From an optimization exercise on the open Yosys and OpenROAD flow, aimed at small area, a short achievable clock period and few clock cycles per item; shortcuts taken in it are not production practice. RTL that was checked went through simulation tests only; none was proved equivalent to the original. For runs 1 to 3, 6 and 7, only the layout was checked, not whether the RTL still works. Power and IR drop assume default switching activity.

$ cat flow/config.mk
export PLATFORM = sky130hd
export DESIGN_NAME = proc_core_param
export DESIGN_NICKNAME = proc_core_param
export VERILOG_FILES = /design/flow/design.v
export SDC_FILE = /design/flow/constraint.sdc
export NUM_CORES = 4
export LEC_CHECK = 0
export CAP_MARGIN = 20
export CORE_MARGIN = 2
export CORE_UTILIZATION = 50
export SETUP_SLACK_MARGIN = 2.6
export SLEW_MARGIN = 20
export SYNTH_HIERARCHICAL = 1
export SYNTH_MINIMUM_KEEP_SIZE = 0
$ cat flow/constraint.sdc
create_clock -name core_clock -period 6.0 [get_ports {clk}]
set_input_delay 1.2000 -clock core_clock [delete_from_list [all_inputs] [get_ports {clk}]]
set_output_delay 1.2000 -clock core_clock [all_outputs]
set_load 0.01 [all_outputs]
$ cat flow/design.v
module proc_core_param #(
    parameter int DATA_W = 16,
    parameter int NREG   = 16,
    parameter int PC_W   = 8
) (
    input  logic                    clk,
    input  logic                    rst,
    input  logic                    run,
    output logic [PC_W-1:0]         imem_addr,
    input  logic [DATA_W-1:0]       imem_data,
    input  logic [$clog2(NREG)-1:0] dbg_sel,
    output logic [DATA_W-1:0]       dbg_data,
    output logic                    done,
    output logic                    halted,
    output logic                    zero_flag,
    output logic                    carry_flag,
    output logic                    illegal
);
    localparam int RA_W = $clog2(NREG);
    localparam logic [3:0] OP_NOP  = 4'd0;
    localparam logic [3:0] OP_LDI  = 4'd1;
    localparam logic [3:0] OP_MOV  = 4'd2;
    localparam logic [3:0] OP_ADD  = 4'd3;
    localparam logic [3:0] OP_SUB  = 4'd4;
    localparam logic [3:0] OP_JZ   = 4'd5;
    localparam logic [3:0] OP_HALT = 4'd6;
    logic [PC_W-1:0]              fa;
    logic                         dv;
    logic                         ir_v;
    logic [3:0]                   ir_op;
    logic [RA_W-1:0]              ir_rx;
    logic [DATA_W-1:0]            opa, opb, opa_d, opb_d;
    logic                         ir_tk;
    logic [NREG-1:0][DATA_W-1:0]  regs;
    logic [3:0]                   d_op;
    logic [RA_W-1:0]              d_rx, d_ry;
    logic                         two_word, ex, first, d_halt, taken, go, we;
    logic [DATA_W-1:0]            wdata;
    logic [DATA_W:0]              s;
    logic                         sub;
    assign d_op     = imem_data[DATA_W-1 -: 4];
    assign d_rx     = imem_data[DATA_W-5 -: RA_W];
    assign d_ry     = imem_data[DATA_W-5-RA_W -: RA_W];
    assign two_word = (ir_op == OP_LDI) || (ir_op == OP_JZ);
    assign ex       = ir_v && (!two_word || dv);
    assign first    = dv && !(ir_v && two_word);
    assign d_halt   = first && (d_op == OP_HALT);
    assign go       = run && !halted;
    assign we       = ex && (ir_op == OP_LDI || ir_op == OP_MOV || ir_op == OP_ADD || ir_op == OP_SUB);
    assign taken     = ir_v && dv && ir_tk;
    assign imem_addr = taken ? imem_data[PC_W-1:0] : fa;
    logic [DATA_W-1:0] bx, ag, ap, cg, cp;
    assign sub = (ir_op == OP_SUB);
    always_comb begin
        bx = opb ^ {DATA_W{sub}};
        ag = opa & bx;
        ap = opa ^ bx;
        cg = ag;
        cp = ap;
        cg[0] = ag[0] | (ap[0] & sub);
        for (int d = 1; d < DATA_W; d = d * 2)
            for (int i = DATA_W - 1; i >= d; i--) begin
                cg[i] = cg[i] | (cp[i] & cg[i-d]);
                cp[i] = cp[i] & cp[i-d];
            end
    end
    assign s     = {cg[DATA_W-1], ap ^ {cg[DATA_W-2:0], sub}};
    assign wdata = (ir_op == OP_LDI) ? imem_data : (ir_op == OP_MOV) ? opb : s[DATA_W-1:0];
    logic [NREG-1:0]  dbg_oh, a_oh, b_oh;
    logic [DATA_W-1:0] rd_a, rd_b;
    assign dbg_oh = {{(NREG-1){1'b0}}, 1'b1} << dbg_sel;
    assign a_oh   = {{(NREG-1){1'b0}}, 1'b1} << d_rx;
    assign b_oh   = {{(NREG-1){1'b0}}, 1'b1} << d_ry;
    proc_core_param_rdmux #(.N(NREG), .W(DATA_W)) u_rd_dbg (.oh(dbg_oh), .r(regs), .q(dbg_data));
    proc_core_param_rdmux #(.N(NREG), .W(DATA_W)) u_rd_a   (.oh(a_oh),   .r(regs), .q(rd_a));
    proc_core_param_rdmux #(.N(NREG), .W(DATA_W)) u_rd_b   (.oh(b_oh),   .r(regs), .q(rd_b));
    always_ff @(posedge clk or posedge rst) begin
        if (rst) begin
            fa    <= '0;
            dv    <= 1'b0;
            ir_v  <= 1'b0;
            ir_op <= '0;
            ir_rx <= '0;
            ir_tk <= 1'b0;
        end else if (go) begin
            dv <= 1'b1;
            fa <= imem_addr + 1'b1;
            if (first) begin
                ir_v  <= !d_halt;
                ir_op <= d_op;
                ir_rx <= d_rx;
                ir_tk <= (d_op == OP_JZ) && (opa_d == '0);
            end else if (ex) begin
                ir_v <= 1'b0;
            end
        end else begin
            dv <= 1'b0;
            fa <= fa - {{(PC_W-1){1'b0}}, dv};
        end
    end
    assign opa_d = (we && ir_rx == d_rx) ? wdata : rd_a;
    assign opb_d = (we && ir_rx == d_ry) ? wdata : rd_b;
    always_ff @(posedge clk) begin
        if (go && first) begin
            opa <= opa_d;
            opb <= opb_d;
        end
    end
    logic [NREG-1:0]              nwrow;
    logic [NREG-1:0][DATA_W-1:0]  regs_d;
    logic [DATA_W-1:0]            wdata_n;
    assign nwrow   = ~((go && we) ? ({{(NREG-1){1'b0}}, 1'b1} << ir_rx) : '0);
    assign wdata_n = ~wdata;
    always_comb
        for (int i = 0; i < NREG; i++)
            regs_d[i] = ~((wdata_n | {DATA_W{nwrow[i]}}) & ~(regs[i] & {DATA_W{nwrow[i]}}));
    always_ff @(posedge clk or posedge rst) begin
        if (rst) regs <= '0;
        else     regs <= regs_d;
    end
    always_ff @(posedge clk or posedge rst) begin
        if (rst) begin
            done       <= 1'b0;
            halted     <= 1'b0;
            zero_flag  <= 1'b0;
            carry_flag <= 1'b0;
            illegal    <= 1'b0;
        end else begin
            done <= go && ex;
            if (go) begin
                if (d_halt) halted <= 1'b1;
                if (ex) begin
                    case (ir_op)
                        OP_NOP, OP_LDI, OP_MOV, OP_JZ: ;
                        OP_ADD, OP_SUB: begin
                            zero_flag  <= (s[DATA_W-1:0] == '0);
                            carry_flag <= s[DATA_W] ^ sub;
                        end
                        default: illegal <= 1'b1;
                    endcase
                end
            end
        end
    end
endmodule
module proc_core_param_rdmux #(
    parameter int N = 16,
    parameter int W = 16
) (
    input  logic [N-1:0]   oh,
    input  logic [N*W-1:0] r,
    output logic [W-1:0]   q
);
    always_comb begin
        q = '0;
        for (int i = 0; i < N; i++) q = q | (r[i*W +: W] & {W{oh[i]}});
    end
endmodule
$ cat flow/run.sh
#!/bin/bash
# synth_recipe.tcl (not shown) runs the flow's synth.tcl, then flattens the netlist and writes it again
# the make line also repeats each setting of config.mk as NAME=value (left out here)
make -C /OpenROAD-flow-scripts/flow DESIGN_CONFIG=/design/flow/config.mk WORK_HOME=/design/flow/orfs CLKGATE_MAP_FILE= SYNTH_SCRIPT=/design/flow/synth_recipe.tcl finish
==> summary.md, run 1 <==
| Metric | Value |
|---|---|
| Outcome | `finished clean` |
| Hold Violations, Final | `0` |
| Ratio of final minimum period to clock period | `0.636` |
| Post-route design area | `0.0227 mm^2` |
| Tot GR Track Use | `0.363` |
| Worst setup EP type | `output port` |
| CTS Hold Bufs | `0` |
| Startpoint Class | `primary input` |
| Post-route ant nets | `0` |
| Layout Skew | `0.0257 ns` |
| Vias in the first global route | `15875` |
| CTS HTree Levels | `2` |
| WL per Instance | `28.7 um` |
| Worst hold path class | `reg -> reg` |
| Top Usage Layer GRT | `met2` |
| Clk Latency, worst-skew pair | `0.56 ns` |
| DP Area | `0.0191 mm^2` |
| Vias/cell | `6.97` |
| Slew @ Worst Pin | `0.991 ns` |
| Post-synthesis sequential area ratio | `0.436` |
| WP data required | `4.80 ns` |
| Final #Nets | `2023` |
| Grt ovf | `0` |
| CP Class | `in -> out` |
| Layout cells sized above 1 | `0.275` |
| Cell Area, Synth | `0.0183 mm^2` |
| Die H | `195 um` |
| Maximum fanout along the worst path | `8` |
| DRT Pass-1 Iters | `6` |
| Total Wirelength | `71100 um` |
| Reg clk slew, reported paths | `0.06 ns` |
| Area growth syn-to-layout | `24.2%` |
| Initial antenna violation count | `1` |
| Post-synth top flop | `dfrtp_1` |
| Syn Inst Count | `1915` |
| EDFF count, synth | `32` |
| Port Buffers | `51` |
| Largest net degree at the start of global routing | `137` |
| Die Area | `0.0381 mm^2` |
| Slew Viols, Final | `0` |
| Post-layout minimum cycle time | `3.81 ns` |
| Met2 global-route usage | `0.557` |
| Number of DRC markers in iteration 0 | `2285` |
| Fill cells | `3047` |
| DP HPWL | `47900 um` |
| Cell family with most CP delay | `buffers and inverters` |
| Yosys reg bits | `312` |
| Core area | `0.0363 mm^2` |
| GPL Wtd Cong | `1.01` |
| Initial Utilization | `0.504` |
| Clock buffer count from CTS | `37` |
| Antenna cells | `0` |
| Ys Warns | `8` |
| Max Cap Viol | `0` |
| VDD IR max | `265 uV` |
| Power Dens Cells | `487 mW/mm^2` |
| CTS root buffer | `clkbuf_16` |
| WHS | `0.484 ns` |
| Pleak | `0.00953 uW` |
| Clk buf depth | `3` |
| Die width | `195 um` |
| Library cells used by synthesis | `78` |
| Residual DRC count | `0` |
| Slowest stage delay, CP | `0.25 ns` |
| CP Buf/Inv Count | `3` |
| GR Util met1 | `0.510` |
| Syn Nets | `1957` |
| Final Util | `0.626` |
| TritonCTS sink count | `312` |
| Syn Area/Cell | `9.54 um^2` |
| Setup_tns | `0 ns` |
| Peak Freq | `262 MHz` |
| Wire length of the first global-routing pass | `104000 um` |
| RSZ-0062 raised after global routing | `true` |
| # rows | `70` |
| Worst slew margin | `0.338` |
| Via Count | `17245` |
| IO Count | `52` |
| Final setup vio count | `0` |
| Crit path max-delay cell type | `nand4_1` |
| CTS tree | `yes` |
| Worst-path cell chain | `buf_12, nand2b_4, nor2_2, buf_6, a22o_1, a221oi_2, nand4_1, buf_2` |
| Met3 Use GR | `0.0862` |
| Worst Path Arrival | `2.61 ns` |
| Design Power | `11100 uW` |
| Ys async rst share | `0.897` |
## final cells by class
class	instances	area (um^2)	area share
multi-input combinational	1390	10700	0.470
clock inverter	13	125	0.00551
tap	468	586	0.0258
sequential	312	7980	0.351
timing repair buffer	226	2240	0.0985
inverter	14	56.3	0.00248
clock buffer	51	1060	0.0467
## Yosys cell counts (all sizes together), types with 9 or more instances
cell type  number  area, um^2
ha             18         225
xor2           36         315
o31ai          18         140
nor3           27         140
inv            14        52.6
a221oi        193        1720
edfxtp         32         961
nand3          12        60.1
clkbuf        112         420
o21a            9        67.6
a21oi          21         113
buf            87         756
dfrtp         280        7010
mux2i          11         123
xnor2          14         123
a22o          194        1700
o21ai         275        1380
nand2b         13        81.3
a21o           10        75.1
mux2           25         282
nand2         309        1160
nor2           53         199
nand4          57         357
## through the flow
stage               setup WS, ns  instances
floorplan                   1.09       1915
global route                2.21       2474
detailed placement         0.734       2311
CTS                         2.25       2438
global placement           0.709       2309
finish                      2.19       2474
## worst paths after layout
check	cells past startpoint	to	startpoint	slack, ns
worst max-delay path	8	dbg_data[15]	dbg_sel[1]	2.19
worst min-delay path	1	illegal	illegal	0.48
worst max register to register	13	ir_tk	ir_op[0]	2.45
worst min register to register	1	illegal	illegal	0.48
max in group asynchronous	3	ir_op[0]	rst	3.54
min in group asynchronous	2	async pin	rst	1.16
## where the power goes
part / internal (uW) / switching [uW] / leakage, uW
registers: 2790 / 939 / 0.00408
clock network: 1320 / 927 / 0.000578
logic: 2040 / 3040 / 0.00488
total: 6150 / 4900 / 0.00953
## cells by family after synthesis
family	synth area share
adder cells (fa/ha/maj)	0.0134
multiplexers	0.0221
AO/OA/AOI/OAI	0.306
XOR/XNOR	0.0240
AND/OR/NAND/NOR	0.131
flip-flops	0.436
buffers and inverters	0.0673
## layer usage
layer	routed length, um	vias up
li1	-	7500
met1	29800	8540
met2	31300	1037
met3	7560	168
met4	2440	0
met5	0	-
## cells in the final DEF (no fill, tap or decap), types with 18 or more instances in the layout
master | netlist | routed
a221oi_1 | 189 | 113
nor2_1 | 53 | 38
buf_6 | 46 | 45
nand4_1 | 57 | 57
buf_12 | 0 | 19
o21ai_0 | 270 | 204
a22o_1 | 194 | 191
edfxtp_1 | 32 | 32
mux2_2 | 25 | 23
buf_4 | 3 | 113
nand2_1 | 309 | 297
dfrtp_1 | 280 | 274
o21ai_2 | 1 | 53
xor2_1 | 36 | 32
clkbuf_16 | 0 | 42
a21oi_1 | 19 | 18
a221oi_2 | 4 | 70
## timing repair
item                                    CTS  global route
resized for setup                       320           221
endpoints found under the setup margin  276           264
buffers inserted                         62            28
pin swaps                                49            74
cloned                                    1             7
==> run 2: changes to the inputs <==
--- a/flow/config.mk
+++ b/flow/config.mk
@@ -9,5 +9,5 @@
 export CORE_MARGIN = 2
 export CORE_UTILIZATION = 50
-export SETUP_SLACK_MARGIN = 2.6
+export SETUP_SLACK_MARGIN = 2.0
 export SLEW_MARGIN = 20
 export SYNTH_HIERARCHICAL = 1
==> summary.md, run 2 <==
| Metric | Value |
|---|---|
| Post-layout minimum cycle time | `4.12 ns (+0.310 ns)` |
| Ratio of final minimum period to clock period | `0.687 (+0.0517)` |
| Initial Utilization | `0.504 (unchanged)` |
| Hold Violations, Final | `0 (unchanged)` |
| Post-synthesis sequential area ratio | `0.436 (unchanged)` |
| RSZ-0062 raised after global routing | `true` |
| Ys Warns | `8 (unchanged)` |
| Syn Nets | `1957 (unchanged)` |
| Syn Area/Cell | `9.54 um^2 (unchanged)` |
| Setup_tns | `0 ns (unchanged)` |
| Max Cap Viol | `0 (unchanged)` |
| Final #Nets | `1924 (-4.9%)` |
| Vias/cell | `6.99 (+0.27%)` |
| Outcome | `finished clean` |
| Wire length of the first global-routing pass | `106000 um (+1.6%)` |
| Grt ovf | `0 (unchanged)` |
| Reg clk slew, reported paths | `0.06 ns (about the same)` |
| Cell Area, Synth | `0.0183 mm^2 (unchanged)` |
| Worst hold path class | `reg -> reg` |
| Area growth syn-to-layout | `13.4%` |
| Largest net degree at the start of global routing | `136 (-0.73%)` |
| GPL Wtd Cong | `1.02 (+1.9%)` |
| Syn Inst Count | `1915 (unchanged)` |
| IO Count | `52 (unchanged)` |
| Most frequent cells in the layout | `nand2_1, dfrtp_1, o21ai_0` |
| Dominant cell type by area after synthesis | `dfrtp_1` |
| WHS | `0.490 ns (+0.00656 ns)` |
| Most common cell after layout, fill and taps aside | `nand2_1` |
| Library cells used by synthesis | `78 (unchanged)` |
| Slew @ Worst Pin | `1.04 ns (+0.0468 ns)` |
| Slew Viols, Final | `0 (unchanged)` |
| Number of DRC markers in iteration 0 | `2666 (+17%)` |
| WL per Instance | `29.6 um (+3.0%)` |
| DRT Pass-1 Iters | `6 (unchanged)` |
| Antenna cells | `0 (unchanged)` |
| Core area | `0.0363 mm^2 (unchanged)` |
| # rows | `70 (unchanged)` |
| Post-synth top flop | `dfrtp_1` |
| Maximum fanout along the worst path | `16 (+8)` |
| Worst slew margin | `0.305 (-0.0330)` |
| CP Class | `in -> reg` |
| Vias in the first global route | `15562 (-2.0%)` |
| Clock buffer count from CTS | `37 (unchanged)` |
| Final setup vio count | `0 (unchanged)` |
| Port Buffers | `51 (unchanged)` |
| Layout cells sized above 1 | `0.160 (-0.115)` |
| TritonCTS sink count | `312 (unchanged)` |
| Fill cells | `3235 (+6.2%)` |
| Pleak | `0.00854 uW (-10%)` |
| Post-synth top area share | `0.384 (unchanged)` |
| EDFF count, synth | `32 (unchanged)` |
| Worst setup EP type | `flip-flop` |
| Peak Freq | `242 MHz (-7.5%)` |
| Clk Latency, worst-skew pair | `0.57 ns (about the same)` |
| Synth top cells by count | `nand2_1, dfrtp_1, o21ai_0, a22o_1, a221oi_1` |
| Die width | `195 um (unchanged)` |
| CTS Hold Bufs | `0 (unchanged)` |
| Area contributors post-synth | `dfrtp_1, a22o_1, a221oi_1, o21ai_0, nand2_1` |
| Total Wirelength | `70400 um (-0.91%)` |
| Clk buf depth | `3 (unchanged)` |
| Worst Path Arrival | `4.59 ns (+1.98 ns)` |
| Die Area | `0.0381 mm^2 (unchanged)` |
| Initial antenna violation count | `2 (+1)` |
| Post-route ant nets | `0 (unchanged)` |
| Startpoint Class | `primary input` |
| Tot GR Track Use | `0.372 (+0.00936)` |
| Die H | `195 um (unchanged)` |
| Count leader, synth | `nand2_1` |
| CTS HTree Levels | `2 (unchanged)` |
| WP data required | `6.46 ns (+1.66 ns)` |
| DP HPWL | `49100 um (+2.6%)` |
| Yosys reg bits | `312 (unchanged)` |
| Layout Skew | `0.0216 ns (-0.00417 ns)` |
| CTS root buffer | `clkbuf_16` |
| Power Dens Cells | `468 mW/mm^2 (-3.8%)` |
| VDD IR max | `268 uV (+1.3%)` |
| CTS tree | `yes` |
| Final Util | `0.571 (-0.0549)` |
| Ys async rst share | `0.897 (unchanged)` |
| Residual DRC count | `0 (unchanged)` |
| Via Count | `16627 (-3.6%)` |
-- run 2: changes by cell type in the layout (fill, tap and decap cells not counted), sizes merged, moves of 2 or more --
| cell | change |
|---|---|
| buf | -115 |
| clkbuf | -5 |
| clkdlybuf4s15 | +12 |
| clkdlybuf4s50 | +7 |
| clkinvlp | +2 |
| inv | +4 |
-- run 2: power breakdown --
group          total, uW  internal [uW]  switching, uW
Combinational       3700           1220           2480
Clock               2270           1310            966
Sequential          3720           2790            936
Total               9700           5320           4380
-- run 2: final cells by class --
cell class	instances	area, um^2	share of cell area
clock buffer	50	1070	0.0515
clock inverter	18	150	0.00725
inverter	14	56.3	0.00272
multi-input combinational	1390	9760	0.471
sequential	312	7970	0.385
tap	468	586	0.0283
timing repair buffer	127	1120	0.0543
-- run 2: critical path: stages --
cell and delay (ns):
clkdlybuf4s15_2 0.37, nand2b_1 0.20, nor3_2 0.06, buf_4 0.24, a22o_1 0.24, a221oi_1 0.35
nand4_1 0.17, or4_1 0.59, nor2_1 0.24, and4_1 0.22, a41oi_1 0.05, a2111oi_2 0.24
o2111ai_1 0.15, o32ai_1 0.26
-- run 2: cell families after synthesis --
family,share of synthesized area
AO/OA/AOI/OAI,0.306
AND/OR/NAND/NOR,0.131
flip-flops,0.436
buffers and inverters,0.0673
XOR/XNOR,0.0240
multiplexers,0.0221
adder cells (fa/ha/maj),0.0134
-- run 2: final timing paths --
check	start	to	slack [ns]	cells after the start
setup / recovery	imem_data[11]	ir_tk	1.88	14
hold / removal	carry_flag	carry_flag	0.49	2
setup reg to reg	ir_op[0]	ir_tk	2.04	13
hold reg to reg	carry_flag	carry_flag	0.49	2
max in group asynchronous	rst	async pin	3.52	3
min in group asynchronous	rst	async pin	1.20	2
-- run 2: layer usage --
layer	part of all wire	GRT usage
met5	0.00031	0
met2	0.44	0.558
met4	0.025	0.0910
met3	0.11	0.0883
met1	0.42	0.544
-- run 2: timing repair --
action                                  CTS  global route
resized for setup                       135            40
endpoints found under the setup margin  176           123
buffers inserted                          5             0
pin swaps                                 7             8
-- run 2: metrics by stage --
stage               worst slack, ns  cells  cell area [um^2]  power (uW)
floorplan                      1.09   1915             18300        5600
global placement              0.813   2304             18900        7080
detailed placement            0.854   2306             18900        7120
CTS                            1.96   2379             20600        9510
global route                   1.78   2379             20700       10200
finish                         1.88   2379             20700        9700
==> run 3: changes to the inputs <==
--- a/flow/config.mk
+++ b/flow/config.mk
@@ -8,5 +8,5 @@
 export CAP_MARGIN = 20
 export CORE_MARGIN = 2
-export CORE_UTILIZATION = 50
+export CORE_UTILIZATION = 65
 export SETUP_SLACK_MARGIN = 2.0
 export SLEW_MARGIN = 20
==> summary.md, run 3 <==
| Metric | Value |
|---|---|
| Outcome | `finished clean` |
| Slew @ Worst Pin | `1.18 ns (+0.139 ns)` |
| Syn Nets | `1957 (unchanged)` |
| Max Cap Viol | `0 (unchanged)` |
| Largest family of logic cells by synthesized area | `compound AO/OA/AOI/OAI gates` |
| Post-synthesis sequential area ratio | `0.436 (unchanged)` |
| Initial Utilization | `0.659 (+0.156)` |
| DP Area | `0.0188 mm^2 (-0.78%)` |
| Total Wirelength | `68200 um (-3.1%)` |
| Worst slew margin | `0.215 (-0.0907)` |
| GPL Wtd Cong | `1.05 (+2.4%)` |
| Ys Warns | `8 (unchanged)` |
| Ratio of final minimum period to clock period | `0.663 (-0.0241)` |
| Initial antenna violation count | `1 (-1)` |
| Die Area | `0.0295 mm^2 (-23%)` |
| Worst hold path class | `reg -> reg` |
| Layout cells sized above 1 | `0.164 (+0.00453)` |
| Count leader, synth | `nand2_1` |
| IO Count | `52 (unchanged)` |
| Residual DRC count | `0 (unchanged)` |
| Peak Freq | `251 MHz (+3.6%)` |
| Compound-Gate Fraction of Synth Area | `0.306 (unchanged)` |
| Most common cell after layout, fill and taps aside | `nand2_1` |
| WP data required | `4.80 ns (-1.66 ns)` |
| Reg-to-reg critical path endpoint | `ir_tk` |
| Vias/cell | `7.70 (+10%)` |
| # rows | `61 (-13%)` |
| Power Dens Cells | `473 mW/mm^2 (+1.0%)` |
| Worst min-delay path startpoint | `zero_flag` |
| Die width | `172 um (-12%)` |
| Port Buffers | `51 (unchanged)` |
| Cell Area, Synth | `0.0183 mm^2 (unchanged)` |
| Post-synth top flop | `dfrtp_1` |
| Grt ovf | `0 (unchanged)` |
| Tot GR Track Use | `0.464 (+0.0920)` |
| TritonCTS sink count | `312 (unchanged)` |
| DP HPWL | `46000 um (-6.3%)` |
| Ys async rst share | `0.897 (unchanged)` |
| Clk Latency, worst-skew pair | `0.54 ns (-0.03 ns)` |
| Design Power | `9760 uW (+0.63%)` |
| Hold Crit Endpoint | `zero_flag` |
| Post-route design area | `0.0206 mm^2 (-0.40%)` |
| Post-synth top area share | `0.384 (unchanged)` |
| WHS | `0.484 ns (-0.00654 ns)` |
| Dominant cell type by area after synthesis | `dfrtp_1` |
| Startpoint Class | `primary input` |
| Syn Area/Cell | `9.54 um^2 (unchanged)` |
| Worst Path Arrival | `2.78 ns (-1.81 ns)` |
| Die H | `172 um (-12%)` |
| Slew Viols, Final | `0 (unchanged)` |
| Clock buffer count from CTS | `35 (-5.4%)` |
| CTS root buffer | `clkbuf_16` |
| R2R Setup Slk | `2.08 ns (+0.04 ns)` |
| VDD IR max | `336 uV (+25%)` |
| Post-route ant nets | `0 (unchanged)` |
| Pleak | `0.00854 uW (about the same)` |
| Maximum fanout along the worst path | `16 (unchanged)` |
| Most frequent cells in the layout | `nand2_1, dfrtp_1, o21ai_0` |
| Area contributors post-synth | `dfrtp_1, a22o_1, a221oi_1, o21ai_0, nand2_1` |
| DRT Pass-1 Iters | `10 (+4)` |
| WL per Instance | `29.8 um (+0.81%)` |
| RSZ-0062 raised after global routing | `true` |
| Final Instance Count excl. Fillers | `2286 (-3.9%)` |
| EDFF count, synth | `32 (unchanged)` |
| Synth top cells by count | `nand2_1, dfrtp_1, o21ai_0, a22o_1, a221oi_1` |
| Inst Count DP | `2215 (-3.9%)` |
| Final setup vio count | `0 (unchanged)` |
| Worst hold path depth | `2 (unchanged)` |
| CTS tree | `yes` |
| Yosys reg bits | `312 (unchanged)` |
| Hold Violations, Final | `0 (unchanged)` |
| Post-layout minimum cycle time | `3.98 ns (-0.145 ns)` |
| Setup_tns | `0 ns (unchanged)` |
| Reg clk slew, reported paths | `0.06 ns (about the same)` |
| Post-synthesis mux area share | `0.0221 (unchanged)` |
| Clk buf depth | `3 (unchanged)` |
| Core area | `0.0277 mm^2 (-24%)` |
| CTS HTree Levels | `2 (unchanged)` |
| Xor-xnor portion of the synthesized cell area | `0.0240 (unchanged)` |
| Area growth syn-to-layout | `12.9%` |
| Vias in the first global route | `16617 (+6.8%)` |
| Number of DRC markers in iteration 0 | `3022 (+13%)` |
| Layout Skew | `0.0263 ns (+0.00478 ns)` |
| Synth Area in Simple Gates | `0.131 (unchanged)` |
| Worst setup EP type | `output port` |
| Final #Nets | `1924 (unchanged)` |
| Library cells used by synthesis | `78 (unchanged)` |
| CTS Hold Bufs | `0 (unchanged)` |
| Worst r2r src | `ir_op[0]` |
| CP Class | `in -> out` |
| Post-synthesis adder-cell area fraction | `0.0134 (unchanged)` |
| Fill cells | `1965 (-39%)` |
| Reg2Reg Depth | `13 (unchanged)` |
| Wire length of the first global-routing pass | `102000 um (-3.7%)` |
| Via Count | `17597 (+5.8%)` |
| Largest net degree at the start of global routing | `180 (+32%)` |
| Syn Inst Count | `1915 (unchanged)` |
[run 3: per-stage QoR]
step	setup slack (ns)	util
after floorplan	1.09	-
final	2.02	0.745
after global routing	1.93	0.744
after global placement	0.761	0.678
after CTS	1.96	0.733
after detailed placement	0.796	0.678
[run 3: kinds of logic after synthesis]
group,count (synthesis)
xor gates and xnor gates,50
AOI/OAI and AO/OA,764
adders and majority gates,19
DFF,312
muxes,36
buffers and inverters,213
and+or+nand+nor,521
[run 3: report_power, final]
| group | internal [uW] | switching, uW | leakage (uW) |
|---|---|---|---|
| registers | 2790 | 970 | 0.00408 |
| clock network | 1300 | 903 | 0.000562 |
| logic | 1280 | 2530 | 0.00390 |
| total | 5360 | 4400 | 0.00854 |
[run 3: worst max-delay path, cell delays in order]
cell	delay, ns
buf_4	0.16
nand2b_4	0.17
nor2_1	0.10
buf_6	0.19
a22o_1	0.23
a221oi_2	0.28
nand4_1	0.24
clkbuf_2	0.20
[run 3: layout make-up]
cell class / instances / area [um^2] / share of cell area
well taps: 378 / 473 / 0.0229
flip-flops and latches: 312 / 7970 / 0.387
diodes: 1 / 2.50 / 0.000121
multi-input cells: 1390 / 9870 / 0.478
clock inverters: 15 / 178 / 0.00861
clock buffers: 47 / 991 / 0.0480
inverters: 14 / 56.3 / 0.00273
repair buffers: 129 / 1090 / 0.0528
[run 3: what timing repair did]
action                                  4_1_cts  5_1_grt
pin swaps                                     8        9
setup buffers                                 5        2
gates resized for setup                     122       77
endpoints found under the setup margin       93      105
[run 3: how the worst max path moves through the flow]
stage | start | endpoint | depth (start not counted)
2_1_floorplan | rst | async pin | 1
3_5_place_dp | imem_data[10] | ir_tk | 14
3_3_place_gp | imem_data[10] | ir_tk | 14
4_1_cts | dbg_sel[1] | dbg_data[13] | 8
5_1_grt | run | flip-flop | 10
6_report | dbg_sel[1] | dbg_data[14] | 8
[run 3: layer usage]
metal,track usage,up-vias,routed length [um]
li1,-,7282,-
met1,0.634,8373,25200
met2,0.683,1561,29000
met3,0.156,379,10500
met4,0.179,2,3530
met5,0.0139,-,55
==> run 4: changes to the inputs <==
--- a/flow/design.v
+++ b/flow/design.v
@@ -33,4 +33,5 @@
     logic                         ir_tk;
     logic [NREG-1:0][DATA_W-1:0]  regs;
+    logic [NREG-1:0]              valid, wrow;
     logic [3:0]                   d_op;
     logic [RA_W-1:0]              d_rx, d_ry;
@@ -69,7 +70,7 @@
     logic [NREG-1:0]  dbg_oh, a_oh, b_oh;
     logic [DATA_W-1:0] rd_a, rd_b;
-    assign dbg_oh = {{(NREG-1){1'b0}}, 1'b1} << dbg_sel;
-    assign a_oh   = {{(NREG-1){1'b0}}, 1'b1} << d_rx;
-    assign b_oh   = {{(NREG-1){1'b0}}, 1'b1} << d_ry;
+    assign dbg_oh = ({{(NREG-1){1'b0}}, 1'b1} << dbg_sel) & valid;
+    assign a_oh   = ({{(NREG-1){1'b0}}, 1'b1} << d_rx) & valid;
+    assign b_oh   = ({{(NREG-1){1'b0}}, 1'b1} << d_ry) & valid;
     proc_core_param_rdmux #(.N(NREG), .W(DATA_W)) u_rd_dbg (.oh(dbg_oh), .r(regs), .q(dbg_data));
     proc_core_param_rdmux #(.N(NREG), .W(DATA_W)) u_rd_a   (.oh(a_oh),   .r(regs), .q(rd_a));
@@ -107,15 +108,11 @@
         end
     end
-    logic [NREG-1:0]              nwrow;
-    logic [NREG-1:0][DATA_W-1:0]  regs_d;
-    logic [DATA_W-1:0]            wdata_n;
-    assign nwrow   = ~((go && we) ? ({{(NREG-1){1'b0}}, 1'b1} << ir_rx) : '0);
-    assign wdata_n = ~wdata;
-    always_comb
+    assign wrow = (go && we) ? ({{(NREG-1){1'b0}}, 1'b1} << ir_rx) : '0;
+    always_ff @(posedge clk)
         for (int i = 0; i < NREG; i++)
-            regs_d[i] = ~((wdata_n | {DATA_W{nwrow[i]}}) & ~(regs[i] & {DATA_W{nwrow[i]}}));
+            if (wrow[i]) regs[i] <= wdata;
     always_ff @(posedge clk or posedge rst) begin
-        if (rst) regs <= '0;
-        else     regs <= regs_d;
+        if (rst) valid <= '0;
+        else     valid <= valid | wrow;
     end
     always_ff @(posedge clk or posedge rst) begin
--- a/flow/config.mk
+++ b/flow/config.mk
@@ -8,6 +8,8 @@
 export CAP_MARGIN = 20
 export CORE_MARGIN = 2
-export CORE_UTILIZATION = 65
-export SETUP_SLACK_MARGIN = 2.0
+export CORE_UTILIZATION = 50
+export CTS_CLUSTER_DIAMETER = 100
+export CTS_CLUSTER_SIZE = 20
+export SETUP_SLACK_MARGIN = 2.3
 export SLEW_MARGIN = 20
 export SYNTH_HIERARCHICAL = 1
==> summary.md, run 4 <==
| Metric | Value |
|---|---|
| Final setup vio count | `0 (unchanged)` |
| CP Class | `in -> out` |
| WP data required | `4.80 ns (about the same)` |
| Max Cap Viol | `0 (unchanged)` |
| Layout cells sized above 1 | `0.254 (+0.0895)` |
| Layout Skew | `0.0389 ns (+0.0126 ns)` |
| Clock power frac | `0.192 (-0.033)` |
| Worst hold path depth | `2 (unchanged)` |
| Sw Share | `0.370 (-0.0811)` |
| Flop pwr share | `0.440 (+0.055)` |
| Logic pwr share | `0.367 (-0.023)` |
| Largest net degree at the start of global routing | `44 (-76%)` |
| Dominant cell type by area after synthesis | `edfxtp_1` |
| Number of DRC markers in iteration 0 | `1872 (-38%)` |
| TritonCTS sink count | `328 (+5.1%)` |
| Wire length of the first global-routing pass | `92100 um (-9.8%)` |
| Most common cell after layout, fill and taps aside | `edfxtp_1` |
| Count leader, synth | `edfxtp_1` |
| Reg with most FFs | `regs` |
| Syn Nets | `1437 (-27%)` |
| Ys Warns | `8 (unchanged)` |
| DRT Pass-1 Iters | `6 (-4)` |
| Port Buffers | `51 (unchanged)` |
| Clock buffer count from CTS | `21 (-40%)` |
| Initial Utilization | `0.508 (-0.151)` |
| Cell internal pwr | `4890 uW (-8.8%)` |
| Initial antenna violation count | `2 (+1)` |
| Syn Inst Count | `1394 (-27%)` |
| Reg clk slew, reported paths | `0.08 ns (+0.02 ns)` |
| Antenna cells | `0 (-1)` |
| Slew Viols, Final | `0 (unchanged)` |
| Grt ovf | `0 (unchanged)` |
| Most frequent cells in the layout | `edfxtp_1, a22o_1, a221oi_1` |
| Net Switching | `2870 uW (-35%)` |
| Die H | `191 um (+12%)` |
| Via Count | `14459 (-18%)` |
| Post-layout minimum cycle time | `4.00 ns (+0.0244 ns)` |
| VDD IR max | `267 uV (-21%)` |
| Post-synth top flop | `edfxtp_1` |
| Tot GR Track Use | `0.352 (-0.112)` |
| GPL Wtd Cong | `0.941 (-10%)` |
| Peak Freq | `250 MHz (-0.61%)` |
| Ys async rst share | `0.122 (-0.775)` |
| Ratio of final minimum period to clock period | `0.667 (+0.00406)` |
| Clk buf depth | `3 (unchanged)` |
| # rows | `68 (+11%)` |
| Reg2Reg Depth | `16 (+3)` |
| Final Util | `0.591 (-0.154)` |
| Maximum fanout along the worst path | `8 (-8)` |
| Outcome | `finished clean` |
| CTS HTree Levels | `1 (-1)` |
| Yosys reg bits | `328 (+5.1%)` |
| Worst hold path class | `reg -> reg` |
| Setup_tns | `0 ns (unchanged)` |
| Cell Area, Synth | `0.0176 mm^2 (-3.9%)` |
| CTS root buffer | `clkbuf_16` |
| Vias/cell | `7.54 (-2.1%)` |
| Pleak | `0.00721 uW (-16%)` |
| Hold Violations, Final | `0 (unchanged)` |
| Core area | `0.0345 mm^2 (+25%)` |
| WL per Instance | `34.3 um (+15%)` |
| Slew @ Worst Pin | `1.21 ns (+0.0336 ns)` |
| Residual DRC count | `0 (unchanged)` |
| Worst setup EP type | `output port` |
| Largest register FFs | `256` |
| Post-synthesis sequential area ratio | `0.549 (+0.113)` |
| RSZ-0062 raised after global routing | `true` |
| Power Dens Cells | `380 mW/mm^2 (-20%)` |
| EDFF count, synth | `288 (+800%)` |
| Syn Area/Cell | `12.6 um^2 (+32%)` |
| Synth top cells by count | `edfxtp_1, a22o_1, a221oi_1, nand2_1, nand4_1` |
| Startpoint Class | `primary input` |
| Die Area | `0.0366 mm^2 (+24%)` |
| Worst Path Arrival | `2.80 ns (+0.02 ns)` |
| Vias in the first global route | `13411 (-19%)` |
| Post-synth top area share | `0.492 (+0.109)` |
| Library cells used by synthesis | `68 (-13%)` |
| Final #Nets | `1491 (-23%)` |
| Total Wirelength | `65900 um (-3.5%)` |
| Area contributors post-synth | `edfxtp_1, a22o_1, a221oi_1, dfrtp_1, buf_6` |
| DP HPWL | `41200 um (-11%)` |
| CTS tree | `yes` |
| Clk Latency, worst-skew pair | `0.56 ns (+0.02 ns)` |
| Die width | `191 um (+12%)` |
| Design Power | `7760 uW (-21%)` |
| Post-route ant nets | `0 (unchanged)` |
| IO Count | `52 (unchanged)` |
| Worst slew margin | `0.193 (-0.0215)` |
| Area growth syn-to-layout | `16.3%` |
[run 4: changes by cell type in the layout (fill, tap and decap cells not counted), moves of 9 or more]
cell / delta
clkdlybuf4s15_1: -9
nand2_1: -234
and3_1: +18
a221oi_1: -11
o21ai_0: -253
clkbuf_16: -13
o31ai_1: -11
buf_2: +16
dfrtp_1: -240
edfxtp_1: +256
and3_4: +17
or2_2: +16
[run 4: layout make-up]
class                           count  area [um^2]
Fill cell                        2821        14100
Sequential cell                   328         9650
Multi-Input combinational cell    919         8000
Timing Repair Buffer              157         1470
Clock buffer                       33          581
Tap cell                          455          569
Inverter                           21         88.8
Clock inverter                      5         50.0
[run 4: worst paths after layout]
check	start	slack, ns	endpoint
worst max-delay path	dbg_sel[2]	2.00	dbg_data[14]
worst min-delay path	illegal	0.47	illegal
worst max register to register	ir_op[3]	2.23	ir_tk
worst min register to register	illegal	0.47	illegal
max in group asynchronous	rst	4.46	ir_op[2]
min in group asynchronous	rst	1.11	valid[10]
[run 4: cells by family after synthesis]
| family | share of synthesized area |
|---|---|
| AO/OA/AOI/OAI | 0.234 |
| flip-flops | 0.549 |
| AND/OR/NAND/NOR | 0.100 |
| buffers and inverters | 0.0555 |
| XOR/XNOR | 0.0244 |
| multiplexers | 0.0213 |
| adder cells (fa/ha/maj) | 0.0147 |
[run 4: layer usage]
metal	vias up	routed length (um)	track usage
li1	5909	-	-
met1	7210	24700	0.465
met2	1100	29000	0.539
met3	240	8150	0.0901
met4	0	4050	0.173
met5	-	0	0
[run 4: repair_timing]
action                     CTS  global route
hold buffers                 0             0
setup endpoints to repair  208            95
setup buffers               24            18
pin swaps                   44            60
gates cloned                 6             1
gates resized for setup    260            70
[run 4: through the flow]
step,cells,setup WS [ns],hold slack [ns],area (um^2)
6_report,1918,2.00,0.467,20400
2_1_floorplan,1394,2.03,0.460,17600
3_5_place_dp,1831,0.877,0.457,18200
3_3_place_gp,1831,0.875,0.451,18200
4_1_cts,1899,2.07,0.476,19900
5_1_grt,1918,1.99,0.510,20400
[run 4: power groups by stage]
stage / combinational [uW] / sequential, uW / clock, uW
after floorplan: 1500 / 3360 / 0
after global placement: 2320 / 3470 / 0
after detailed placement: 2350 / 3470 / 0
after CTS: 2540 / 3400 / 1500
after global routing: 3000 / 3430 / 1580
final: 2850 / 3420 / 1490
[run 4: worst max-delay path, cell delays in order]
cell,delay [ns]
buf_8,0.11
and2_4,0.16
buf_4,0.13
buf_6,0.12
and3_4,0.26
a221oi_2,0.30
nand4_1,0.27
buf_2,0.23
Testbench counts of run 4, summed over its fixed seeds: cycles 21,661, instrs 15,299.
==> run 5: changes to the inputs <==
--- a/flow/config.mk
+++ b/flow/config.mk
@@ -11,5 +11,5 @@
 export CTS_CLUSTER_DIAMETER = 100
 export CTS_CLUSTER_SIZE = 20
-export SETUP_SLACK_MARGIN = 2.3
+export SETUP_SLACK_MARGIN = 2.0
 export SLEW_MARGIN = 20
 export SYNTH_HIERARCHICAL = 1
==> summary.md, run 5 <==
| Metric | Value |
|---|---|
| Ratio of final minimum period to clock period | `0.664 (-0.00288)` |
| Post-route ant nets | `0 (unchanged)` |
| Count leader, synth | `edfxtp_1` |
| Max Cap Viol | `0 (unchanged)` |
| Reg with most FFs | `regs` |
| Dominant cell type by area after synthesis | `edfxtp_1` |
| Clock buffer count from CTS | `20 (-4.8%)` |
| Wire length of the first global-routing pass | `91100 um (-1.1%)` |
| Largest net degree at the start of global routing | `44 (unchanged)` |
| WP data required | `4.80 ns (about the same)` |
| Met3 WL | `7300 um (-10%)` |
| Post-synth top flop | `edfxtp_1` |
| Post-synthesis sequential area ratio | `0.549 (unchanged)` |
| Met2 Wirelength | `28700 um (-0.96%)` |
| Pleak | `0.00695 uW (-3.6%)` |
| # rows | `68 (unchanged)` |
| Syn Area/Cell | `12.6 um^2 (unchanged)` |
| Grt ovf | `0 (unchanged)` |
| Power Dens Cells | `378 mW/mm^2 (-0.55%)` |
| Setup_tns | `0 ns (unchanged)` |
| Layout Skew | `0.0180 ns (-0.0209 ns)` |
| Worst hold path class | `reg -> reg` |
| WHS | `0.484 ns (+0.0175 ns)` |
| WL met1 | `24700 um (+0.19%)` |
| Final #Nets | `1463 (-1.9%)` |
| CTS tree | `yes` |
| R2R Setup Slk | `2.11 ns (-0.12 ns)` |
| WL per Instance | `33.6 um (-2.1%)` |
| Via Count | `14055 (-2.8%)` |
| VDD IR max | `258 uV (-3.2%)` |
| Clk buf depth | `3 (unchanged)` |
| CP Launch Point | `dbg_sel[3]` |
| Worst r2r src | `ir_op[3]` |
| Design Power | `7430 uW (-4.3%)` |
| Setup crit end | `dbg_data[10]` |
| Most common cell after layout, fill and taps aside | `edfxtp_1` |
| Worst setup EP type | `output port` |
| Vias/cell | `7.46 (-0.99%)` |
| Ys async rst share | `0.122 (unchanged)` |
| Synth top cells by count | `edfxtp_1, a22o_1, a221oi_1, nand2_1, nand4_1` |
| Reg-to-reg critical path endpoint | `ir_tk` |
| CTS HTree Levels | `1 (unchanged)` |
| Worst slew margin | `0.227 (+0.0335)` |
| Reg2Reg Depth | `13 (-3)` |
| Vias in the first global route | `13346 (-0.48%)` |
| Syn Nets | `1437 (unchanged)` |
| Fill cells | `2883 (+2.2%)` |
| Tot GR Track Use | `0.343 (-0.00815)` |
| Yosys reg bits | `328 (unchanged)` |
| Ys Warns | `8 (unchanged)` |
| Slew @ Worst Pin | `1.16 ns (-0.0502 ns)` |
| Residual DRC count | `0 (unchanged)` |
| Outcome | `finished clean` |
| CP Class | `in -> out` |
| Startpoint Class | `primary input` |
| TritonCTS sink count | `328 (unchanged)` |
| Multi-input logic area | `0.00763 mm^2 (-4.7%)` |
| Largest register FFs | `256 (unchanged)` |
| Layout cells sized above 1 | `0.204 (-0.0497)` |
| DP HPWL | `41600 um (+0.94%)` |
| DRT Pass-1 Iters | `5 (-1)` |
| GPL Wtd Cong | `1.01 (+7.0%)` |
| Cell Area, Synth | `0.0176 mm^2 (unchanged)` |
| Final setup vio count | `0 (unchanged)` |
| Maximum fanout along the worst path | `16 (+8)` |
| Area growth syn-to-layout | `11.9%` |
| Die width | `191 um (unchanged)` |
| EDFF count, synth | `288 (unchanged)` |
| Peak Freq | `251 MHz (+0.43%)` |
| Port Buffers | `51 (unchanged)` |
| Worst Path Arrival | `2.79 ns (about the same)` |
| Most frequent cells in the layout | `edfxtp_1, a22o_1, a221oi_1` |
| Die Area | `0.0366 mm^2 (unchanged)` |
| Area contributors post-synth | `edfxtp_1, a22o_1, a221oi_1, dfrtp_1, buf_6` |
| Initial Utilization | `0.508 (unchanged)` |
| Post-synth top area share | `0.492 (unchanged)` |
| Initial antenna violation count | `3 (+1)` |
| Library cells used by synthesis | `68 (unchanged)` |
| IO Count | `52 (unchanged)` |
| Highest metal used | `met4` |
| Core area | `0.0345 mm^2 (unchanged)` |
| Clk Latency, worst-skew pair | `0.53 ns (-0.03 ns)` |
| Register area | `0.00965 mm^2 (unchanged)` |
| Post-layout minimum cycle time | `3.99 ns (-0.0173 ns)` |
| Total Wirelength | `63300 um (-3.9%)` |
| CTS root buffer | `clkbuf_16` |
| Hold Violations, Final | `0 (unchanged)` |
| Slew Viols, Final | `0 (unchanged)` |
| RSZ-0062 raised after global routing | `true` |
| Die H | `191 um (unchanged)` |
| Syn Inst Count | `1394 (unchanged)` |
| Number of DRC markers in iteration 0 | `1977 (+5.6%)` |
| Reg clk slew, reported paths | `0.09 ns (about the same)` |
-- run 5: power breakdown --
group	internal (uW)	total [uW]	switching, uW
combinational	845	2560	1720
sequential	3220	3420	198
clock	685	1440	758
total	4750	7430	2670
-- run 5: kinds of logic (layout without fill, tap and decap cells) --
| kind of cell | count (synthesis) | after routing | share of synthesized area |
|---|---|---|---|
| adders and majority gates | 20 | 20 | 0.0147 |
| muxes | 34 | 34 | 0.0213 |
| DFF | 328 | 328 | 0.549 |
| buffers and inverters | 150 | 181 | 0.0555 |
| other | 0 | 1 | 0 |
| xor gates and xnor gates | 49 | 49 | 0.0244 |
| and+or+nand+nor | 321 | 323 | 0.100 |
| AOI/OAI and AO/OA | 492 | 492 | 0.234 |
-- run 5: repair_timing --
action,CTS,global route
gates resized for setup,205,29
hold buffers,0,0
buffers inserted,18,5
cloned,3,0
pin swaps,28,8
endpoints found under the setup margin,59,29
-- run 5: worst min path at each step --
stage | from | end | slack (ns) | depth (start not counted)
2_1_floorplan | valid[0] | valid[0] | 0.46 | 1
3_3_place_gp | carry_flag | carry_flag | 0.46 | 2
3_5_place_dp | halted | halted | 0.47 | 1
4_1_cts | halted | halted | 0.49 | 1
5_1_grt | halted | halted | 0.50 | 1
6_report | halted | halted | 0.48 | 1
-- run 5: final cells by class --
| cell class | instances | area share |
|---|---|---|
| multi-input combinational | 918 | 0.388 |
| sequential | 328 | 0.491 |
| clock buffer | 27 | 0.0279 |
| clock inverter | 2 | 0.00197 |
| timing repair buffer | 131 | 0.0573 |
| inverter | 21 | 0.00433 |
| antenna | 1 | 0.000127 |
| tap | 455 | 0.0290 |
-- run 5: critical path, cell delays in order --
cell	delay (ns)
buf_2	0.15
nor2_1	0.11
and3_1	0.20
buf_6	0.17
a22o_1	0.23
a221oi_1	0.24
nand4_1	0.25
buf_2	0.21
-- run 5: per-stage QoR --
stage | area, um^2 | worst slack [ns] | cells | util
3_3_place_gp | 18200 | 0.916 | 1827 | 0.528
3_5_place_dp | 18200 | 0.910 | 1827 | 0.528
2_1_floorplan | 17600 | 2.03 | 1394 | -
4_1_cts | 19500 | 1.97 | 1877 | 0.565
5_1_grt | 19600 | 1.94 | 1882 | 0.569
6_report | 19700 | 2.01 | 1883 | 0.569
-- run 5: per-layer routing --
metal  GRT usage  vias to the layer above
met2       0.549                     1008
met5           0                        -
met1       0.466                     7023
met4       0.114                        0
li1            -                     5850
met3      0.0733                      174
==> run 6: changes to the inputs <==
--- a/flow/design.v
+++ b/flow/design.v
@@ -149,7 +149,21 @@
     output logic [W-1:0]   q
 );
-    always_comb begin
-        q = '0;
-        for (int i = 0; i < N; i++) q = q | (r[i*W +: W] & {W{oh[i]}});
+    for (genvar j = 0; j < W; j++) begin : g_bit
+        logic [7:0] rlo, rhi;
+        logic       ulo, uhi;
+        for (genvar m = 0; m < 8; m++) begin : g_col
+            assign rlo[m] = r[m*W + j];
+            assign rhi[m] = r[(m+8)*W + j];
+        end
+        proc_core_param_ao8 u_lo (.s(oh[7:0]),  .d(rlo), .y(ulo));
+        proc_core_param_ao8 u_hi (.s(oh[15:8]), .d(rhi), .y(uhi));
+        assign q[j] = ulo | uhi;
     end
 endmodule
+module proc_core_param_ao8 (
+    input  logic [7:0] s,
+    input  logic [7:0] d,
+    output logic       y
+);
+    assign y = |(s & d);
+endmodule
==> summary.md, run 6 <==
| Metric | Value |
|---|---|
| Initial antenna violation count | `1 (-2)` |
| Reg with most FFs | `regs` |
| Largest register FFs | `256 (unchanged)` |
| Maximum fanout along the worst path | `8 (-8)` |
| WL per Instance | `32.8 um (-2.4%)` |
| Inst Count DP | `1903 (+4.2%)` |
| Ratio of final minimum period to clock period | `0.676 (+0.0111)` |
| Final setup vio count | `0 (unchanged)` |
| Hold Crit Endpoint | `zero_flag` |
| IO Count | `52 (unchanged)` |
| Final #Nets | `1547 (+5.7%)` |
| Max Cap Viol | `0 (unchanged)` |
| Reg2Reg Depth | `14 (+1)` |
| Dpl ws | `0.915 ns (+0.00572 ns)` |
| Via Count | `14424 (+2.6%)` |
| Layout cells sized above 1 | `0.178 (-0.0261)` |
| VDD IR max | `284 uV (+10%)` |
| Ys async rst share | `0.122 (unchanged)` |
| Clock buffer count from CTS | `20 (unchanged)` |
| Vias in the first global route | `13299 (-0.35%)` |
| TritonCTS sink count | `328 (unchanged)` |
| EDFF count, synth | `288 (unchanged)` |
| Slew @ Worst Pin | `1.18 ns (+0.0182 ns)` |
| Most common cell after layout, fill and taps aside | `a22oi_1` |
| R2R Setup Slk | `2.01 ns (-0.10 ns)` |
| Residual DRC count | `0 (unchanged)` |
| Wire length of the first global-routing pass | `91100 um (about the same)` |
| CTS Hold Bufs | `0 (unchanged)` |
| Fin worst setup slack | `1.95 ns (-0.0669 ns)` |
| Worst hold path depth | `2 (+1)` |
| Reg-to-reg critical path endpoint | `ir_tk` |
| Syn Inst Count | `1366 (-2.0%)` |
| Cell Area, Synth | `0.0168 mm^2 (-4.2%)` |
| Reg clk slew, reported paths | `0.09 ns (about the same)` |
| Area contributors post-synth | `edfxtp_1, a22oi_1, dfrtp_1, nand4_1, or2_1` |
| Post-synthesis sequential area ratio | `0.574 (+0.0244)` |
| Ys Warns | `7 (-1)` |
| Post-layout minimum cycle time | `4.05 ns (+0.0669 ns)` |
| DRT Pass-1 Iters | `8 (+3)` |
| Worst Path Arrival | `2.85 ns (+0.06 ns)` |
| Outcome | `finished clean` |
| RSZ-0062 raised after global routing | `true` |
| Most used cell, CP | `buf_2` |
| Most frequent cells in the layout | `a22oi_1, edfxtp_1, nand4_1` |
| Slew Viols, Final | `0 (unchanged)` |
| Clk Latency, worst-skew pair | `0.55 ns (+0.02 ns)` |
| Worst-path cell chain | `buf_2, nor2b_4, and3_4, buf_12, a22oi_2, nand4_1, or2_1, buf_2` |
| Port Buffers | `51 (unchanged)` |
| Die H | `187 um (-2.1%)` |
| Syn Nets | `1409 (-1.9%)` |
| Slowest stage delay, CP | `0.32 ns (+0.07 ns)` |
| Vias/cell | `7.33 (-1.8%)` |
| Peak Freq | `247 MHz (-1.7%)` |
| Setup_tns | `0 ns (unchanged)` |
| Post-route ant nets | `0 (unchanged)` |
| Final Instance Count excl. Fillers | `1968 (+4.5%)` |
| Worst min-delay path startpoint | `zero_flag` |
| Tot GR Track Use | `0.357 (+0.0130)` |
| Worst hold path class | `reg -> reg` |
| Crit path max-delay cell type | `or2_1` |
| CP Class | `in -> out` |
| Syn Area/Cell | `12.3 um^2 (-2.3%)` |
| Dominant cell type by area after synthesis | `edfxtp_1` |
| Largest net degree at the start of global routing | `43 (-2.3%)` |
| DP HPWL | `41500 um (-0.10%)` |
| WP data required | `4.80 ns (about the same)` |
| Worst setup EP type | `output port` |
| Grt ovf | `0 (unchanged)` |
| Post-synth top area share | `0.514 (+0.0218)` |
| Fill cells | `2775 (-3.7%)` |
| # rows | `67 (-1.5%)` |
| GPL Wtd Cong | `0.958 (-4.9%)` |
| Power Dens Cells | `391 mW/mm^2 (+3.4%)` |
| CTS tree | `yes` |
| Hold Violations, Final | `0 (unchanged)` |
| Startpoint Class | `primary input` |
| Multi-input logic area | `0.00743 mm^2 (-2.6%)` |
| Die Area | `0.0351 mm^2 (-4.2%)` |
| Yosys reg bits | `328 (unchanged)` |
| CTS root buffer | `clkbuf_16` |
| Clk buf depth | `3 (unchanged)` |
| Area growth syn-to-layout | `16.5%` |
| Pleak | `0.00679 uW (-2.3%)` |
| Register area | `0.00965 mm^2 (unchanged)` |
| Synth top cells by count | `a22oi_1, edfxtp_1, nand4_1, or2_1, nand2_1` |
| CTS HTree Levels | `1 (unchanged)` |
| Layout Skew | `0.0313 ns (+0.0133 ns)` |
| Core area | `0.0334 mm^2 (-3.4%)` |
| Die width | `187 um (-2.1%)` |
| Worst slew margin | `0.214 (-0.0122)` |
| Count leader, synth | `a22oi_1` |
| Number of DRC markers in iteration 0 | `2256 (+14%)` |
| Total Wirelength | `64600 um (+2.0%)` |
| Post-synth top flop | `edfxtp_1` |
| Initial Utilization | `0.504 (-0.00439)` |
| Worst r2r src | `ir_op[3]` |
| Library cells used by synthesis | `68 (unchanged)` |
==> run 6: final cells by class <==
type,count,share of cell area
repair buffers,145,0.0663
multi-input cells,995,0.379
clock inverters,1,0.000830
diodes,2,0.000255
flip-flops and latches,328,0.493
clock buffers,35,0.0295
well taps,448,0.0286
inverters,14,0.00268
==> run 6: timing repair <==
item,CTS,global route
pin swaps,38,28
gates resized for setup,169,31
buffers inserted,19,5
endpoints found under the setup margin,95,66
cloned,2,1
==> run 6: how the worst max path moves through the flow <==
stage / startpoint / endpoint / slack, ns / cells past startpoint
detailed placement: dbg_sel[1] / dbg_data[12] / 0.92 / 7
floorplan: ir_op[0] / ir_tk / 1.82 / 14
global route: ir_op[3] / ir_tk / 1.85 / 14
finish: dbg_sel[1] / dbg_data[9] / 1.95 / 8
global placement: dbg_sel[3] / dbg_data[8] / 0.94 / 7
CTS: dbg_sel[2] / dbg_data[12] / 1.91 / 8
==> run 6: critical path: cells and delay by family <==
family          cells  cell delay [ns]
buf+inv             3             0.45
compound gates      1             0.20
simple gates        4             1.00
==> run 6: layer usage <==
metal	share of wire	vias to the layer above	global-route usage
met4	0.063	0	0.188
li1	-	5962	-
met2	0.44	1178	0.533
met3	0.13	222	0.0869
met5	0	-	0
met1	0.37	7062	0.484
==> run 6: Yosys stat by module, one instance, submodules excluded, a selection <==
module,flops+latches,cells inside,area [um^2]
proc_core_param,328,838,13000
proc_core_param_ao8,0,5,36.3
==> run 6: cell families (layout without fill, tap and decap cells) <==
family | after synthesis | after routing | share of synthesized area
AOI/OAI and AO/OA | 483 | 483 | 0.211
and+or+nand+nor | 404 | 404 | 0.137
DFF | 328 | 328 | 0.574
xor gates and xnor gates | 48 | 48 | 0.0254
buffers and inverters | 43 | 195 | 0.0107
muxes | 40 | 40 | 0.0263
adders and majority gates | 20 | 20 | 0.0153
other | 0 | 2 | 0
==> run 6: stage by stage <==
| step | util | hold slack (ns) | power [uW] | area [um^2] |
|---|---|---|---|---|
| floorplan | - | 0.453 | 4890 | 16800 |
| global placement | 0.551 | 0.460 | 6030 | 18400 |
| detailed placement | 0.551 | 0.468 | 6060 | 18400 |
| CTS | 0.582 | 0.492 | 7560 | 19400 |
| global route | 0.587 | 0.523 | 7930 | 19600 |
| finish | 0.587 | 0.492 | 7650 | 19600 |
==> run 6: where the power goes <==
| part | internal [uW] | switching [uW] | leakage, uW |
|---|---|---|---|
| Combinational | 902 | 1860 | 0.00342 |
| Sequential | 3260 | 194 | 0.00309 |
| Clock | 663 | 776 | 0.000282 |
| Total | 4820 | 2830 | 0.00679 |
==> run 7: changes to the inputs <==
--- a/flow/config.mk
+++ b/flow/config.mk
@@ -11,5 +11,5 @@
 export CTS_CLUSTER_DIAMETER = 100
 export CTS_CLUSTER_SIZE = 20
-export SETUP_SLACK_MARGIN = 2.0
+export SETUP_SLACK_MARGIN = 2.4
 export SLEW_MARGIN = 20
 export SYNTH_HIERARCHICAL = 1
==> summary.md, run 7 <==
| Metric | Value |
|---|---|
| Multi-input logic area | `0.00780 mm^2 (+4.9%)` |
| Slew Viols, Final | `0 (unchanged)` |
| Pleak | `0.00713 uW (+5.0%)` |
| Die H | `187 um (unchanged)` |
| Setup crit end | `dbg_data[1]` |
| Maximum fanout along the worst path | `7 (-1)` |
| Total Wirelength | `65200 um (+0.99%)` |
| Peak Freq | `249 MHz (+0.84%)` |
| Dominant cell type by area after synthesis | `edfxtp_1` |
| Largest net degree at the start of global routing | `43 (unchanged)` |
| Clock buffer count from CTS | `20 (unchanged)` |
| Post-synth top area share | `0.514 (unchanged)` |
| WP data required | `4.80 ns (about the same)` |
| Reg with most FFs | `regs` |
| Vias/cell | `7.27 (-0.83%)` |
| Worst setup EP type | `output port` |
| Largest register FFs | `256 (unchanged)` |
| Worst r2r src | `ir_op[0]` |
| Final #Nets | `1593 (+3.0%)` |
| Fin worst setup slack | `1.98 ns (+0.0337 ns)` |
| DRT Pass-1 Iters | `7 (-1)` |
| Worst slew margin | `0.266 (+0.0520)` |
| Clk Latency, worst-skew pair | `0.55 ns (about the same)` |
| CTS HTree Levels | `1 (unchanged)` |
| Die Area | `0.0351 mm^2 (unchanged)` |
| Fill cells | `2675 (-3.6%)` |
| Worst Path Arrival | `2.82 ns (-0.03 ns)` |
| Setup_tns | `0 ns (unchanged)` |
| Syn Area/Cell | `12.3 um^2 (unchanged)` |
| Most common cell after layout, fill and taps aside | `a22oi_1` |
| IO Count | `52 (unchanged)` |
| Post-route design area | `0.0206 mm^2 (+5.2%)` |
| Post-synthesis sequential area ratio | `0.574 (unchanged)` |
| Reg clk slew, reported paths | `0.09 ns (about the same)` |
| Post-route ant nets | `0 (unchanged)` |
| Syn Nets | `1409 (unchanged)` |
| Via Count | `14624 (+1.4%)` |
| CP Launch Point | `dbg_sel[1]` |
| Layout Skew | `0.0276 ns (-0.00372 ns)` |
| Power Dens Cells | `391 mW/mm^2 (+0.20%)` |
| Antenna cells | `0 (-2)` |
| Residual DRC count | `0 (unchanged)` |
| Hold Violations, Final | `0 (unchanged)` |
| TritonCTS sink count | `328 (unchanged)` |
| Initial antenna violation count | `3 (+2)` |
| Outcome | `finished clean` |
| WL per Instance | `32.4 um (-1.2%)` |
| Slew @ Worst Pin | `1.10 ns (-0.0779 ns)` |
| Area contributors post-synth | `edfxtp_1, a22oi_1, dfrtp_1, nand4_1, or2_1` |
| Register area | `0.00965 mm^2 (unchanged)` |
| R2R Setup Slk | `2.05 ns (+0.04 ns)` |
| EDFF count, synth | `288 (unchanged)` |
| Grt ovf | `0 (unchanged)` |
| Port Buffers | `51 (unchanged)` |
| Max Cap Viol | `0 (unchanged)` |
| Reg2Reg Depth | `13 (-1)` |
| GPL Wtd Cong | `0.993 (+3.7%)` |
| Cell Area, Synth | `0.0168 mm^2 (unchanged)` |
| DP Area | `0.0184 mm^2 (about the same)` |
| RSZ-0062 raised after global routing | `true` |
| Clk buf depth | `3 (unchanged)` |
| Core area | `0.0334 mm^2 (unchanged)` |
| # rows | `67 (unchanged)` |
| Initial Utilization | `0.504 (unchanged)` |
| Syn Inst Count | `1366 (unchanged)` |
| CTS Hold Bufs | `0 (unchanged)` |
| CP Class | `in -> out` |
| Dpl ws | `0.929 ns (+0.0136 ns)` |
| DP HPWL | `40000 um (-3.6%)` |
| CTS root buffer | `clkbuf_16` |
| Startpoint Class | `primary input` |
| Reg-to-reg critical path endpoint | `ir_tk` |
| Synth top cells by count | `a22oi_1, edfxtp_1, nand4_1, or2_1, nand2_1` |
| Final setup vio count | `0 (unchanged)` |
| Count leader, synth | `a22oi_1` |
| Wire length of the first global-routing pass | `92400 um (+1.5%)` |
| Worst hold path class | `reg -> reg` |
| Library cells used by synthesis | `68 (unchanged)` |
| Area growth syn-to-layout | `22.6%` |
| Number of DRC markers in iteration 0 | `2318 (+2.7%)` |
| Ratio of final minimum period to clock period | `0.670 (-0.00562)` |
| Ys async rst share | `0.122 (unchanged)` |
| Tot GR Track Use | `0.360 (+0.00338)` |
| Layout cells sized above 1 | `0.249 (+0.0709)` |
| CTS tree | `yes` |
| Post-layout minimum cycle time | `4.02 ns (-0.0337 ns)` |
| Ys Warns | `7 (unchanged)` |
| Die width | `187 um (unchanged)` |
| Post-synth top flop | `edfxtp_1` |
| Yosys reg bits | `328 (unchanged)` |
| VDD IR max | `306 uV (+7.7%)` |
| Vias in the first global route | `13744 (+3.3%)` |
| Most frequent cells in the layout | `a22oi_1, edfxtp_1, nand4_1` |
-- run 7: per-stage QoR --
step / hold slack [ns] / std cells / power (uW) / util
floorplan: 0.453 / 1366 / 4920 / -
global placement: 0.461 / 1896 / 6060 / 0.551
detailed placement: 0.469 / 1896 / 6090 / 0.551
CTS: 0.492 / 1989 / 7700 / 0.600
global route: 0.510 / 2012 / 8350 / 0.618
finish: 0.484 / 2012 / 8070 / 0.618
-- run 7: modules after synthesis (local to each module, per instance), a selection --
module	flip-flops and latches	area, um^2	cells	copies in the design
proc_core_param_ao8	0	36.3	5	96
proc_core_param	328	13000	838	1
-- run 7: worst max-delay path: stages --
cell and delay (ns):
buf_8 0.10, nor2b_4 0.13, and3_4 0.19, buf_12 0.15, buf_6 0.11, a22oi_2 0.15
nand4_1 0.28, or2_1 0.35, buf_2 0.16
-- run 7: power breakdown --
group	total [uW]	leakage [uW]	internal (uW)	switching [uW]
logic	3170	0.00375	1170	2000
registers	3460	0.00309	3250	205
clock network	1440	0.000289	672	771
total	8070	0.00713	5100	2970
-- run 7: worst min path at each step --
stage	startpoint	endpoint	slack, ns	depth (start not counted)
4_1_cts	illegal	illegal	0.49	1
3_5_place_dp	illegal	illegal	0.47	1
6_report	illegal	illegal	0.48	1
2_1_floorplan	valid[0]	valid[0]	0.45	1
3_3_place_gp	illegal	illegal	0.46	1
5_1_grt	illegal	illegal	0.51	1
-- run 7: cell type report --
| type | count | area share |
|---|---|---|
| flip-flops and latches | 328 | 0.468 |
| clock inverters | 2 | 0.000607 |
| inverters | 14 | 0.00273 |
| clock buffers | 34 | 0.0283 |
| well taps | 448 | 0.0272 |
| multi-input cells | 997 | 0.378 |
| repair buffers | 189 | 0.0948 |
-- run 7: routing by layer --
metal	wire, um	GRT usage
met1	24500	0.483
met2	28700	0.552
met3	7860	0.0797
met4	4200	0.187
met5	0	0
-- run 7: what timing repair did --
item,CTS,global route
pin swaps,60,73
cloned,6,2
resized for setup,246,92
endpoints found under the setup margin,251,78
setup buffers,51,21
-- run 7: kinds of logic after synthesis --
family,after synthesis,share of synthesized area
XOR/XNOR,48,0.0254
buffers and inverters,43,0.0107
AO/OA/AOI/OAI,483,0.211
multiplexers,40,0.0263
AND/OR/NAND/NOR,404,0.137
adder cells (fa/ha/maj),20,0.0153
flip-flops,328,0.574

## afterwards: timing with drivers on the ports
How much do the figures lean on ideal ports? The routed layouts below were timed once more, with nothing changed but the port constraints. Step 1, drivers: a clkbuf_16 drives clk and a buf_2 each remaining input, both assumed. Step 2 moves the port delays by t, midway between the first and last clock arrival at a register: inputs arrive t later, outputs are due t later. That takes back most of the time a late clock gives input paths. a / b / c = no drivers / after step 1 / after step 2; a / b = the first two.
run	t, ns	slack for setup (ns)	latest minus earliest clock arrival (ns)	slew at the worst register clock pin (ns)	cell pins on the clock port's net
run 1	0.601	2.186 / 2.125 / 1.876	0.026 / 0.025	0.07 / 0.07	1
run 2	0.609	1.876 / 1.894 / 1.284	0.023 / 0.023	0.06 / 0.06	1
run 3	0.579	2.021 / 1.987 / 1.473	0.027 / 0.027	0.06 / 0.06	1
run 4	0.597	1.997 / 1.952 / 1.652	0.039 / 0.039	0.09 / 0.09	1
run 5	0.582	2.014 / 1.989 / 1.473	0.022 / 0.022	0.09 / 0.09	1
run 6	0.584	1.947 / 1.899 / 1.415	0.035 / 0.034	0.10 / 0.10	1
run 7	0.590	1.981 / 1.913 / 1.454	0.028 / 0.028	0.10 / 0.10	1
After both steps setup and hold are still met in every run listed. For run 2, which loses most, drivers alone change the setup slack by +0.018 ns; drivers and shift together by -0.592 ns.
